From an optimization exercise on the open Yosys and OpenROAD flow, aimed at small area, a short achievable clock period and few clock cycles; shortcuts taken in it are not production practice. Where RTL was checked, it was by simulation tests only, not by an equivalence proof against the original.

Setup of main:
==> module accum_ks_add, before the edit <==
module accum_ks_add
#(
    parameter int W = 17
) (
    input  logic [W-1:0] a,
    input  logic [W-1:0] b,
    output logic [W-1:0] s,
    output logic         co
);
    localparam int LV = (W > 16) ? 5 : (W > 8) ? 4 : (W > 4) ? 3 : (W > 2) ? 2 : 1;
    logic [W-1:0] gg [LV+1];
    logic [W-1:0] pp [LV+1];
    assign gg[0] = a & b;
    assign pp[0] = a ^ b;
    for (genvar l = 1; l <= LV; l++) begin : g_lvl
        localparam int D = 1 << (l - 1);
        for (genvar i = 0; i < W; i++) begin : g_bit
            if (i >= D) begin : g_op
                assign gg[l][i] = gg[l-1][i] | (pp[l-1][i] & gg[l-1][i-D]);
                assign pp[l][i] = pp[l-1][i] & pp[l-1][i-D];
            end else begin : g_pass
                assign gg[l][i] = gg[l-1][i];
                assign pp[l][i] = pp[l-1][i];
            end
        end
    end
    assign s  = pp[0] ^ {gg[LV][W-2:0], 1'b0};
    assign co = gg[LV][W-1];
endmodule
==> flow/config.mk <==
export PLATFORM = sky130hd
export DESIGN_NAME = accum_bank_ctl
export DESIGN_NICKNAME = accum_bank_ctl
export VERILOG_FILES = /design/flow/design.v
export SDC_FILE = /design/flow/constraint.sdc
export NUM_CORES = 4
export LEC_CHECK = 0
export CAP_MARGIN = 20
export CORE_MARGIN = 2
export CORE_UTILIZATION = 45
export SETUP_SLACK_MARGIN = 2.3
export SLEW_MARGIN = 20
==> flow/constraint.sdc <==
create_clock -name core_clock -period 4.8 [get_ports {clk}]
set_input_delay 0.9600 -clock core_clock [delete_from_list [all_inputs] [get_ports {clk}]]
set_output_delay 0.9600 -clock core_clock [all_outputs]
set_load 0.01 [all_outputs]
standard.sh (not shown) runs the stock make flow with config.mk's settings and CLKGATE_MAP_FILE= SYNTH_SCRIPT=/design/flow/synth_recipe.tcl, a recipe that flattens the netlist after the stock synthesis.
==> flow/flow/run.sh <==
#!/bin/bash
# Layout flow: the standard layout (standard.sh, ORFS with the standard synthesis), with two
# changes: the port buffers are buf_2 cells instead of the resizer's default pick, and the pins
# may sit on adjacent routing tracks, so the die need not grow to fit 1360 pins.
# Each tool's full output is kept in a log file of its own in this folder.
set -euo pipefail
export BUFFER_PORTS_ARGS="-buffer_cell sky130_fd_sc_hd__buf_2"
export PLACE_PINS_ARGS="-min_distance 1 -min_distance_in_tracks"
bash standard.sh synth > synth.log 2>&1
bash standard.sh > layout.log 2>&1
Testbench counts of main, summed over its fixed seeds: cycles 17,539.
diff inputs: main => the feature branch
--- a/flow/design.v
+++ b/flow/design.v
@@ -11,5 +11,5 @@
     output logic         co
 );
-    localparam int LV = (W > 16) ? 5 : (W > 8) ? 4 : (W > 4) ? 3 : (W > 2) ? 2 : 1;
+    localparam int LV = $clog2(W);
     logic [W-1:0] gg [LV+1];
     logic [W-1:0] pp [LV+1];
--- outcome ---
On number of ordinary inverters in the final layout, the feature branch tracks main almost exactly.
From main to the feature branch the numbers moved as follows: synthesis-to-layout area growth shows no meaningful change, summed area of non-filler cells in the final layout shows no meaningful change.
Die area came out exactly the same in main and the feature branch.
Reported for main and the feature branch, number of buffers other than clock buffers in the final layout turned out identical to the last digit.
Diff main..the feature branch | setup slack | unchanged
The feature branch against main: total wirelength of the detailed-routed design flat; later-pin clock latency in the skew report did not really move; number of multi-input combinational cells in the layout about even.
Re share of flip-flops with an asynchronous set or reset after synthesis: no difference whatsoever between main and the feature branch.
Diff main..the feature branch | area after synthesis | unchanged
Re area share of xor/xnor cells in the synthesized design: no difference whatsoever between the feature branch and main.
Hold slack: the feature branch vs main, no meaningful difference
Minimum clock period essentially unchanged between main and the feature branch.
No functional check of the RTL was part of the feature branch.

## east
The RTL this note starts from:
==> flow/design.v <==
package accum_pkg;
    localparam int LO_W = 17;    
endpackage
module accum_lane
#(
    parameter int IN_W  = 17,
    parameter int ACC_W = 24,
    parameter int L0_W  = 9
) (
    input  logic             clk,
    input  logic             clr_i,    
    input  logic             en_i,     
    input  logic [IN_W-1:0]  in_i,
    output logic [ACC_W-1:0] acc_o,
    output logic             ovf_o
);
    localparam int L1_W = IN_W - L0_W;
    localparam int HI_W = ACC_W - IN_W;
    logic [L0_W-1:0] lo0_q, lo0_s, lo0_n;
    logic [L1_W-1:0] lo1_q, lo1_s, lo1_i, lo1_n;
    logic [HI_W-1:0] hi_q, hi_s;
    logic            c0_q, c0_s, c1_q, c1_s, c1_i, c1_n, hc, ovf_q, sat;
    assign {c0_s, lo0_s} = {1'b0, lo0_q} + {1'b0, in_i[L0_W-1:0]};
    assign {c1_s, lo1_s} = {1'b0, lo1_q} + {1'b0, in_i[IN_W-1:L0_W]} + {{L1_W{1'b0}}, c0_q};
    assign {c1_i, lo1_i} = {1'b0, lo1_q} + {{L1_W{1'b0}}, c0_q};
    assign {hc, hi_s}    = {1'b0, hi_q} + {{(HI_W-1){1'b0}}, c1_q & c1_n, c1_q ^ c1_n};
    assign sat           = ovf_q | hc;
    assign lo0_n = en_i ? lo0_s : lo0_q;
    assign lo1_n = en_i ? lo1_s : lo1_i;
    assign c1_n  = ~en_i & c1_i;          
    always_ff @(posedge clk) begin
        lo0_q <= (lo0_n | {L0_W{sat}}) & {L0_W{~clr_i}};
        lo1_q <= (lo1_n | {L1_W{sat}}) & {L1_W{~clr_i}};
        hi_q  <= (hi_s | {HI_W{sat}}) & {HI_W{~clr_i}};
        c0_q  <= en_i & c0_s & ~clr_i;
        c1_q  <= en_i & c1_s & ~clr_i;
        ovf_q <= sat & ~clr_i;
    end
    assign acc_o = {hi_q, lo1_q, lo0_q};
    assign ovf_o = ovf_q;
endmodule
module accum_bank_ctl
#(
    parameter int NUM_CH   = 32,
    parameter int IN_W     = 17,
    parameter int ACC_W    = 24,
    parameter int CNT_W    = 8
) (
    input  logic                    clk,
    input  logic                    reset_n,
    input  logic                    start,
    input  logic [CNT_W-1:0]        len,
    input  logic                    in_valid,
    output logic                    in_ready,
    input  logic [NUM_CH*IN_W-1:0]  accum_i,
    output logic                    out_valid,
    input  logic                    out_ready,
    output logic [NUM_CH*ACC_W-1:0] result,
    output logic [NUM_CH-1:0]       ovf,
    output logic                    busy
);
    logic             busy_q, rdy_q, vld_q, settle_q;
    logic [CNT_W-1:0] cnt_q;
    logic             go, beat, last;
    assign go   = start & (~busy_q | (vld_q & out_ready));
    assign beat = in_valid & rdy_q;
    assign last = beat & (cnt_q == CNT_W'(1));
    always_ff @(posedge clk or negedge reset_n) begin
        if (!reset_n) begin
            busy_q   <= 1'b0;
            rdy_q    <= 1'b0;
            vld_q    <= 1'b0;
            settle_q <= 1'b0;
            cnt_q    <= '0;
        end else begin
            settle_q <= ~go & last;
            if (go) begin
                busy_q <= 1'b1;
                rdy_q  <= |len;
                vld_q  <= ~|len;
                cnt_q  <= len;
            end else begin
                if (beat) cnt_q <= cnt_q - CNT_W'(1);
                if (last) rdy_q <= 1'b0;
                if (settle_q) vld_q <= 1'b1;
                if (vld_q & out_ready) begin
                    vld_q  <= 1'b0;
                    busy_q <= 1'b0;
                end
            end
        end
    end
    for (genvar i = 0; i < NUM_CH; i++) begin : g_lane
        accum_lane #(.IN_W(IN_W), .ACC_W(ACC_W)) u_lane (
            .clk    (clk),
            .clr_i  (go),
            .en_i   (beat),
            .in_i   (accum_i[i*IN_W +: IN_W]),
            .acc_o  (result[i*ACC_W +: ACC_W]),
            .ovf_o  (ovf[i])
        );
    end
    assign in_ready  = rdy_q;
    assign out_valid = vld_q;
    assign busy      = busy_q;
endmodule
export LEC_CHECK = 0
export CAP_MARGIN = 20
export CORE_MARGIN = 2
export CORE_UTILIZATION = 50
export SETUP_SLACK_MARGIN = 2.4
export SLEW_MARGIN = 20
create_clock -name core_clock -period 4.8 [get_ports {clk}]
==> flow/flow/run.sh <==
#!/bin/bash
# Layout flow: the standard layout (standard.sh, ORFS with the standard synthesis), with two
# changes: the port buffers are buf_1 cells instead of the resizer's default pick, and the pins
# may sit on adjacent routing tracks, so the die need not grow to fit 1360 pins.
# Each tool's full output is kept in a log file of its own in this folder.
set -euo pipefail
export BUFFER_PORTS_ARGS="-buffer_cell sky130_fd_sc_hd__buf_1"
export PLACE_PINS_ARGS="-min_distance 1 -min_distance_in_tracks"
bash standard.sh synth > synth.log 2>&1
bash standard.sh > layout.log 2>&1
Inputs modified between east and south:
--- a/flow/design.v
+++ b/flow/design.v
@@ -21,21 +21,21 @@
     logic [HI_W-1:0] hi_q, hi_s;
     logic            c0_q, c0_s, c1_q, c1_s, c1_i, c1_n, hc, ovf_q, sat;
     assign {c0_s, lo0_s} = {1'b0, lo0_q} + {1'b0, in_i[L0_W-1:0]};
     assign {c1_s, lo1_s} = {1'b0, lo1_q} + {1'b0, in_i[IN_W-1:L0_W]} + {{L1_W{1'b0}}, c0_q};
     assign {c1_i, lo1_i} = {1'b0, lo1_q} + {{L1_W{1'b0}}, c0_q};
-    assign {hc, hi_s}    = {1'b0, hi_q} + {{(HI_W-1){1'b0}}, c1_q & c1_n, c1_q ^ c1_n};
+    assign {hc, hi_s}    = {1'b0, hi_q} + {{HI_W{1'b0}}, c1_q};
     assign sat           = ovf_q | hc;
     assign lo0_n = en_i ? lo0_s : lo0_q;
     assign lo1_n = en_i ? lo1_s : lo1_i;
-    assign c1_n  = ~en_i & c1_i;          
+    assign c1_n  = en_i ? c1_s : c1_i;
     always_ff @(posedge clk) begin
         lo0_q <= (lo0_n | {L0_W{sat}}) & {L0_W{~clr_i}};
         lo1_q <= (lo1_n | {L1_W{sat}}) & {L1_W{~clr_i}};
         hi_q  <= (hi_s | {HI_W{sat}}) & {HI_W{~clr_i}};
         c0_q  <= en_i & c0_s & ~clr_i;
-        c1_q  <= en_i & c1_s & ~clr_i;
+        c1_q  <= c1_n & ~clr_i;
         ovf_q <= sat & ~clr_i;
     end
     assign acc_o = {hi_q, lo1_q, lo0_q};
     assign ovf_o = ovf_q;
 endmodule
@@ -57,34 +57,35 @@
     input  logic                    out_ready,
     output logic [NUM_CH*ACC_W-1:0] result,
     output logic [NUM_CH-1:0]       ovf,
     output logic                    busy
 );
-    logic             busy_q, rdy_q, vld_q, settle_q;
+    logic             busy_q, rdy_q, vld_q;
+    logic [1:0]       settle_q;
     logic [CNT_W-1:0] cnt_q;
     logic             go, beat, last;
     assign go   = start & (~busy_q | (vld_q & out_ready));
     assign beat = in_valid & rdy_q;
     assign last = beat & (cnt_q == CNT_W'(1));
     always_ff @(posedge clk or negedge reset_n) begin
         if (!reset_n) begin
             busy_q   <= 1'b0;
             rdy_q    <= 1'b0;
             vld_q    <= 1'b0;
-            settle_q <= 1'b0;
+            settle_q <= '0;
             cnt_q    <= '0;
         end else begin
-            settle_q <= ~go & last;
+            settle_q <= {settle_q[0], last} & {2{~go}};
             if (go) begin
                 busy_q <= 1'b1;
                 rdy_q  <= |len;
                 vld_q  <= ~|len;
                 cnt_q  <= len;
             end else begin
                 if (beat) cnt_q <= cnt_q - CNT_W'(1);
                 if (last) rdy_q <= 1'b0;
-                if (settle_q) vld_q <= 1'b1;
+                if (settle_q[1]) vld_q <= 1'b1;
                 if (vld_q & out_ready) begin
                     vld_q  <= 1'b0;
                     busy_q <= 1'b0;
                 end
             end
The flow did not stop early for south: all stages ran, and the layout cleared the timing, DRC and antenna checks. reg2out as the type of the worst setup path was reported by south, and reg2reg by east. For routed wire length, dividing the value from east by the value from south gives 1.07. east → south: mux share of post-synthesis cell area now sits higher; area share of buffers outside the clock network now sits lower; die area now sits at about the same level; final area now sits lower. Met2 usage: lower on south. east → south: buffers inserted during post-CTS setup optimization has decreased, number of clock sinks seen by CTS has remained practically unchanged.
Testbench counts of south, summed over its fixed seeds: cycles 17,923.
No functional check of the RTL was part of east.

## separate check: timing with driven ports
Ports are ideal in the flow. The routed layouts listed here were re-timed in OpenROAD. Step 1, drivers: a clkbuf_16 drives clk and a buf_2 each remaining input, both assumed. Step 2, shift: input delay + t, output delay - t, t = (earliest + latest rising clock arrival at the registers) / 2. This alone moves slack from input paths to output paths. a / b / c = no drivers / after step 1 / after step 2; a / b = the first two.
run	t (ns)	slack for setup (ns)	worst setup path after step 2
main	0.768	2.105 / 2.118 / 1.379	input to register
the feature branch	0.768	2.105 / 2.118 / 1.379	input to register
east	0.786	1.776 / 1.776 / 1.095	input to register
south	0.801	2.418 / 2.334 / 1.771	input to register
After both steps setup and hold are still met in every run listed.
